From an optimization exercise on the open Yosys and OpenROAD flow, aimed at small area; shortcuts taken in it are not production practice. Only simulation tests tie the RTL to the original design; equivalence was not proved. Power and IR drop assume default switching activity.

==> inputs of 04-19 <==
// game_top
module game_top #(
    parameter logic [5:0] DEADLINE_START = 6'd15,
    parameter int         ITEM_SIZE      = 32
) (
    input  logic        posclk,
    input  logic        rst,
    input  logic        left,
    input  logic        right,
    input  logic        down,
    input  logic        up,
    input  logic        start,
    input  logic [2:0]  diff,
    output logic [10:0] block_x,
    output logic [9:0]  block_y,
    output logic [49:0] layer_top,
    output logic [43:0] item_x,
    output logic [39:0] item_y,
    output logic [3:0]  collected,
    output logic [5:0]  count,
    output logic        reminder1,
    output logic        reminder2,
    output logic        lose,
    output logic        win
);
    function automatic logic [10:0] add11(input logic [10:0] a, input logic [10:0] b,
                                          input logic ci);
        logic       c;
        logic [10:0] s;
        begin
            c = ci;
            for (int i = 0; i < 11; i++) begin
                s[i] = a[i] ^ b[i] ^ c;
                c    = (a[i] & b[i]) | (c & (a[i] ^ b[i]));
            end
            add11 = s;
        end
    endfunction
    function automatic logic [9:0] add10(input logic [9:0] a, input logic [9:0] b);
        logic [10:0] s;
        begin
            s     = add11({1'b0, a}, {1'b0, b}, 1'b0);
            add10 = s[9:0];
        end
    endfunction
  ...
==> flow/config.mk <==
export PLATFORM = sky130hd
export DESIGN_NAME = game_top
export DESIGN_NICKNAME = game_top
export VERILOG_FILES = /design/flow/design.v
export SDC_FILE = /design/flow/constraint.sdc
export NUM_CORES = 4
export LEC_CHECK = 0
export CAP_MARGIN = 20
export CORE_MARGIN = 2
export CORE_UTILIZATION = 40
export SLEW_MARGIN = 20
==> flow/constraint.sdc <==
create_clock -name core_clock -period 10.0 [get_ports {posclk}]
set_input_delay 2.0000 -clock core_clock [delete_from_list [all_inputs] [get_ports {posclk}]]
set_output_delay 2.0000 -clock core_clock [all_outputs]
set_load 0.01 [all_outputs]
standard.sh (not shown) runs the stock make flow with config.mk's settings and CLKGATE_MAP_FILE= SYNTH_SCRIPT=/design/flow/synth_recipe.tcl, a recipe that flattens the netlist after the stock synthesis.
==> flow/flow/run.sh <==
#!/bin/bash
# Standard synthesis; its combinational logic remapped for area by ABC (the flip-flops
# stay as synthesis made them) and kept only if a SAT proof shows it equal to the
# standard netlist; then the standard layout, with the smallest buffer on the ports
# and a clkbuf_8 clock tree without dummy loads.
set -euo pipefail
export BUFFER_PORTS_ARGS="-buffer_cell sky130_fd_sc_hd__buf_1"
export CTS_ARGS="-sink_clustering_enable -repair_clock_nets -buf_list sky130_fd_sc_hd__clkbuf_4 -root_buf sky130_fd_sc_hd__clkbuf_8 -sink_clustering_size 10 -dont_use_dummy_load"
bash standard.sh synth > synth.log 2>&1
R=orfs/results/$FLOW_PLATFORM/game_top/base
Y=$FLOW_HOME/../tools/install/yosys/bin/yosys
LIB=$FLOW_HOME/platforms/$FLOW_PLATFORM/lib/sky130_fd_sc_hd__tt_025C_1v80.lib
cp $R/1_2_yosys.v standard_netlist.v
export REMAP_LIB=$LIB REMAP_IN=standard_netlist.v REMAP_OUT=remapped_netlist.v
export REMAP_STAT=remap_stat.txt REMAP_TOP=$FLOW_TOP
export REMAP_DONT_USE="$(cat flow/dont_use.txt)"
export REMAP_SCRIPT="+strash;&get -n;&deepsyn -T 30;&put;&get -n;&dch -f;&nf -R 1000;&put"
if "$Y" -c flow/remap.tcl > remap.log 2>&1 \
   && bash flow/equiv.sh "$Y" standard_netlist.v remapped_netlist.v "$LIB" > equiv.log 2>&1; then
    echo "remapped netlist proven equal; using it" >> remap.log
    cp remapped_netlist.v $R/1_2_yosys.v
else
    echo "remap failed or not proven; keeping the standard netlist" >> remap.log
fi
bash standard.sh finish > finish.log 2>&1
==> flow/flow/remap.tcl <==
# Remap the combinational logic of the standard synthesis netlist for area.
# The flip-flops are kept as they are (same instances, names and cells).
yosys -import
set lib $::env(REMAP_LIB)
set dont_use {}
foreach c $::env(REMAP_DONT_USE) { lappend dont_use -dont_use $c }
read_liberty -ignore_miss_func $lib
read_verilog $::env(REMAP_IN)
hierarchy -top $::env(REMAP_TOP)
blackbox sky130_fd_sc_hd__dfxtp_1 {*}[expr {[info exists ::env(REMAP_KEEP)] ? $::env(REMAP_KEEP) : ""}]
flatten
opt_clean -purge
abc -liberty $lib {*}$dont_use -script $::env(REMAP_SCRIPT)
opt_clean -purge
write_verilog -noattr -noexpr $::env(REMAP_OUT).raw.v
design -reset
read_liberty -lib $lib
read_verilog $::env(REMAP_OUT).raw.v
hierarchy -top $::env(REMAP_TOP)
splitnets
opt_clean -purge
hilomap -singleton -hicell sky130_fd_sc_hd__conb_1 HI -locell sky130_fd_sc_hd__conb_1 LO
insbuf -buf sky130_fd_sc_hd__buf_4 A X
check -assert
tee -o $::env(REMAP_STAT) stat -liberty $lib
write_verilog -noattr -nohex -nodec $::env(REMAP_OUT)
Other scripts of this flow, unchanged in this note and not shown: flow/flow/cutff.py, flow/flow/dont_use.txt, flow/flow/equiv.sh
==> 11-25: changes against 04-19 <==
--- a/flow/flow/run.sh
+++ b/flow/flow/run.sh
@@ -1,16 +1,16 @@
 #!/bin/bash
 # Standard synthesis; its combinational logic remapped for area by ABC (the flip-flops
 # stay as synthesis made them) and kept only if a SAT proof shows it equal to the
 # standard netlist; then the standard layout, with the smallest buffer on the ports
 # and a clkbuf_8 clock tree without dummy loads.
 set -euo pipefail
 export BUFFER_PORTS_ARGS="-buffer_cell sky130_fd_sc_hd__buf_1"
-export CTS_ARGS="-sink_clustering_enable -repair_clock_nets -buf_list sky130_fd_sc_hd__clkbuf_4 -root_buf sky130_fd_sc_hd__clkbuf_8 -sink_clustering_size 10 -dont_use_dummy_load"
+export CTS_ARGS="-sink_clustering_enable -buf_list sky130_fd_sc_hd__clkbuf_4 -root_buf sky130_fd_sc_hd__clkbuf_8 -sink_clustering_size 8 -dont_use_dummy_load"
 bash standard.sh synth > synth.log 2>&1
 R=orfs/results/$FLOW_PLATFORM/game_top/base
 Y=$FLOW_HOME/../tools/install/yosys/bin/yosys
 LIB=$FLOW_HOME/platforms/$FLOW_PLATFORM/lib/sky130_fd_sc_hd__tt_025C_1v80.lib
 cp $R/1_2_yosys.v standard_netlist.v
 export REMAP_LIB=$LIB REMAP_IN=standard_netlist.v REMAP_OUT=remapped_netlist.v
 export REMAP_STAT=remap_stat.txt REMAP_TOP=$FLOW_TOP
 export REMAP_DONT_USE="$(cat flow/dont_use.txt)"
- CORE_UTILIZATION: 40 -> 65
- PLACE_DENSITY: not set -> 0.75
==> 11-02: changes against 04-19 <==
--- a/flow/design.v
+++ b/flow/design.v
@@ -121,17 +121,19 @@
     logic [10:0] x_sum;
     logic [10:0] x_step;
     logic [9:0]  y_next;
     logic [10:0] y_sum;
     logic [9:0]  y_step;
     logic        landed;
     logic        respawn;
     logic [10:0] e;
-    logic [4:0]  f5;
+    logic        near;
+    logic        land_3;
+    logic [4:0]  land_e;
     logic [4:0]  land_f;
     logic        land_jump;
     logic        land_last;
     logic [4:0]  jump_ok;
     logic [4:0]  solid;
     assign block_x = bx;
     assign block_y = by;
     always_comb begin
@@ -141,32 +143,44 @@
         solid[3] = solid[0];
         solid[4] = solid[1];
         jump_ok[1] = bx > 11'd295 && bx < 11'd423;
         jump_ok[0] = bx > 11'd895 && bx < 11'd1173;
         jump_ok[3] = bx > 11'd575 && bx < 11'd773;
         jump_ok[2] = jump_ok[0];
         jump_ok[4] = jump_ok[1];
         landed    = 1'b0;
-        land_f    = 5'd0;
+        land_e    = 5'd0;
+        land_3    = 1'b0;
         land_jump = 1'b0;
         land_last = 1'b0;
         for (int l = 0; l < 5; l++) begin
-            e  = gap_e[11*l +: 11];
-            f5 = add5(e[4:0], {2'b00, spd});
-            if (l == 3) f5 = e[4:0];             
-            if (!landed && !wrap_prev[l] && solid[l]
-                && (l == 3 ? e >= 11'd26 && e <= 11'd36
-                           : e >= 11'd22 && e <= 11'd36 && (f5 >= 5'd26 || f5 <= 5'd4))) begin
+            e = gap_e[11*l +: 11];
+            if (l == 3)                          
+                near = e >= 11'd26 && e <= 11'd36;
+            else if (e[10:6] != 5'd0)
+                near = 1'b0;
+            else begin
+                case (spd)
+                    3'd0:    near = e[5:0] >= 6'd26 && e[5:0] <= 6'd36;
+                    3'd1:    near = e[5:0] >= 6'd25 && e[5:0] <= 6'd35;
+                    3'd2:    near = e[5:0] >= 6'd24 && e[5:0] <= 6'd34;
+                    3'd3:    near = e[5:0] >= 6'd23 && e[5:0] <= 6'd33;
+                    default: near = e[5:0] >= 6'd22 && e[5:0] <= 6'd32;
+                endcase
+            end
+            if (!landed && !wrap_prev[l] && solid[l] && near) begin
                 landed    = 1'b1;
-                land_f    = f5;
+                land_e    = e[4:0];
+                land_3    = (l == 3);
                 land_jump = jump_ok[l];
                 land_last = (l == 4);
             end
         end
+        land_f = add5(land_e, land_3 ? 5'd0 : {2'b00, spd});
         respawn = by >= 10'd758;
         if (left && !right)
             x_step = 11'h7f7;                  
         else if (right && !left)
             x_step = 11'd9;
         else
             x_step = 11'd0;
         x_sum = add11(bx, x_step, 1'b0);
==> flow/flow/run.sh (replaced) <==
#!/bin/bash
# Standard synthesis; its combinational logic remapped for area by ABC with a few
# recipes (the flip-flops stay as synthesis made them); the smallest result is kept
# only if a SAT proof shows it equal to the standard netlist. Then the standard layout,
# with the smallest buffer on the ports, one tie cell per constant and a clkbuf_8 clock
# tree without dummy loads.
set -euo pipefail
export BUFFER_PORTS_ARGS="-buffer_cell sky130_fd_sc_hd__buf_1"
export CTS_ARGS="-sink_clustering_enable -repair_clock_nets -buf_list sky130_fd_sc_hd__clkbuf_4 -root_buf sky130_fd_sc_hd__clkbuf_8 -sink_clustering_size 10 -dont_use_dummy_load"
export SKIP_REPAIR_TIE_FANOUT=1
export GPL_KEEP_OVERFLOW=0
bash standard.sh synth > synth.log 2>&1
R=orfs/results/$FLOW_PLATFORM/game_top/base
Y=$FLOW_HOME/../tools/install/yosys/bin/yosys
LIB=$FLOW_HOME/platforms/$FLOW_PLATFORM/lib/sky130_fd_sc_hd__tt_025C_1v80.lib
cp $R/1_2_yosys.v standard_netlist.v
export REMAP_LIB=$LIB REMAP_IN=standard_netlist.v REMAP_TOP=$FLOW_TOP
export REMAP_DONT_USE="$(cat flow/dont_use.txt)"
# Each recipe: cells kept as they are besides the flip-flops | ABC script.
recipes=(
  "|+strash;&get -n;&deepsyn -T 30;&put;&get -n;&dch -f;&nf -R 1000;&put"
  "|+strash;&get -n;&deepsyn -T 30;&put;&get -n;&dch -f;&nf -F 10 -A 10 -a -C 32 -p -R 1000;&put"
  "sky130_fd_sc_hd__fa_1|+strash;&get -n;&deepsyn -T 30;&put;&get -n;&dch -f;&nf -F 10 -A 10 -a -C 32 -p -R 1000;&put"
)
best=""; best_area=""
for i in "${!recipes[@]}"; do
    export REMAP_KEEP="${recipes[$i]%%|*}" REMAP_SCRIPT="${recipes[$i]#*|}"
    export REMAP_OUT=remap_$i.v REMAP_STAT=remap_stat_$i.txt
    if "$Y" -c flow/remap.tcl > remap_$i.log 2>&1; then
        a=$(awk '/Chip area/ {print $NF}' remap_stat_$i.txt)
        echo "recipe $i: area $a" >> remap.log
        if [[ -z "$best" ]] || awk -v a="$a" -v b="$best_area" 'BEGIN {exit !(a < b)}'; then
            best=remap_$i.v; best_area=$a
        fi
    else
        echo "recipe $i: failed" >> remap.log
    fi
done
if [[ -n "$best" ]] && bash flow/equiv.sh "$Y" standard_netlist.v "$best" "$LIB" > equiv.log 2>&1; then
    echo "$best (area $best_area) proven equal; using it" >> remap.log
    cp "$best" $R/1_2_yosys.v
else
    echo "no remapped netlist proven equal; keeping the standard netlist" >> remap.log
fi
bash standard.sh finish > finish.log 2>&1
- CORE_UTILIZATION: 40 -> 65
- PLACE_DENSITY: not set -> 0.75
==> run summary <==
item	04-19	11-02	11-25
Outcome	finished clean	finished clean	finished clean
Drt pass-1 iters	6	20	5
Number of cells in the finished layout apart from fillers	1531	1187	1431
Non-clk bufs	163	160	160
Routed wire per std cell	17.1 um	16.9 um	16.2 um
Floorplan die area	21300 um^2	12800 um^2	13300 um^2
Global routing usage summed across all routing layers	23.8%	32.3%	34.4%
Multi-input gate share of total cell area	65.2%	62.6%	66.3%
Core box area	19600 um^2	11500 um^2	12100 um^2
RSZ-0062 raised after global routing	no	-	no
Reg power frac	26.1%	31.2%	26.6%
Power, Total	2.01 mW	1.81 mW	1.98 mW
Power in the clock group	0.207 mW	0.195 mW	0.203 mW

## afterwards: timing with drivers on the ports
How much do the figures lean on ideal ports? The routed layouts below were timed once more, with nothing changed but the port constraints.
Step 1: set_driving_cell puts a clkbuf_16 on posclk and a buf_2 on each other input, an assumption about the parent block.
Step 2, shift: input delay + t, output delay - t, t = (earliest + latest rising clock arrival at the registers) / 2. This alone moves slack from input paths to output paths.
Slacks: ideal ports / drivers / drivers and shift; pairs: ideal ports / drivers.
| run | t (ns) | setup slack, ns | worst hold slack (ns) | worst data-port slew with drivers (ns) | cell pins on the clock port's net |
|---|---|---|---|---|---|
| 04-19 | 0.425 | 2.188 / 2.188 / 2.188 | 0.555 / 0.555 / 0.555 | 0.03 | 1 |
| 11-25 | 0.415 | 2.289 / 2.289 / 2.289 | 0.543 / 0.543 / 0.543 | 0.03 | 1 |
| 11-02 | 0.400 | 0.358 / 0.358 / 0.358 | 0.538 / 0.538 / 0.538 | 0.03 | 1 |
After both steps setup and hold are still met in every run listed.
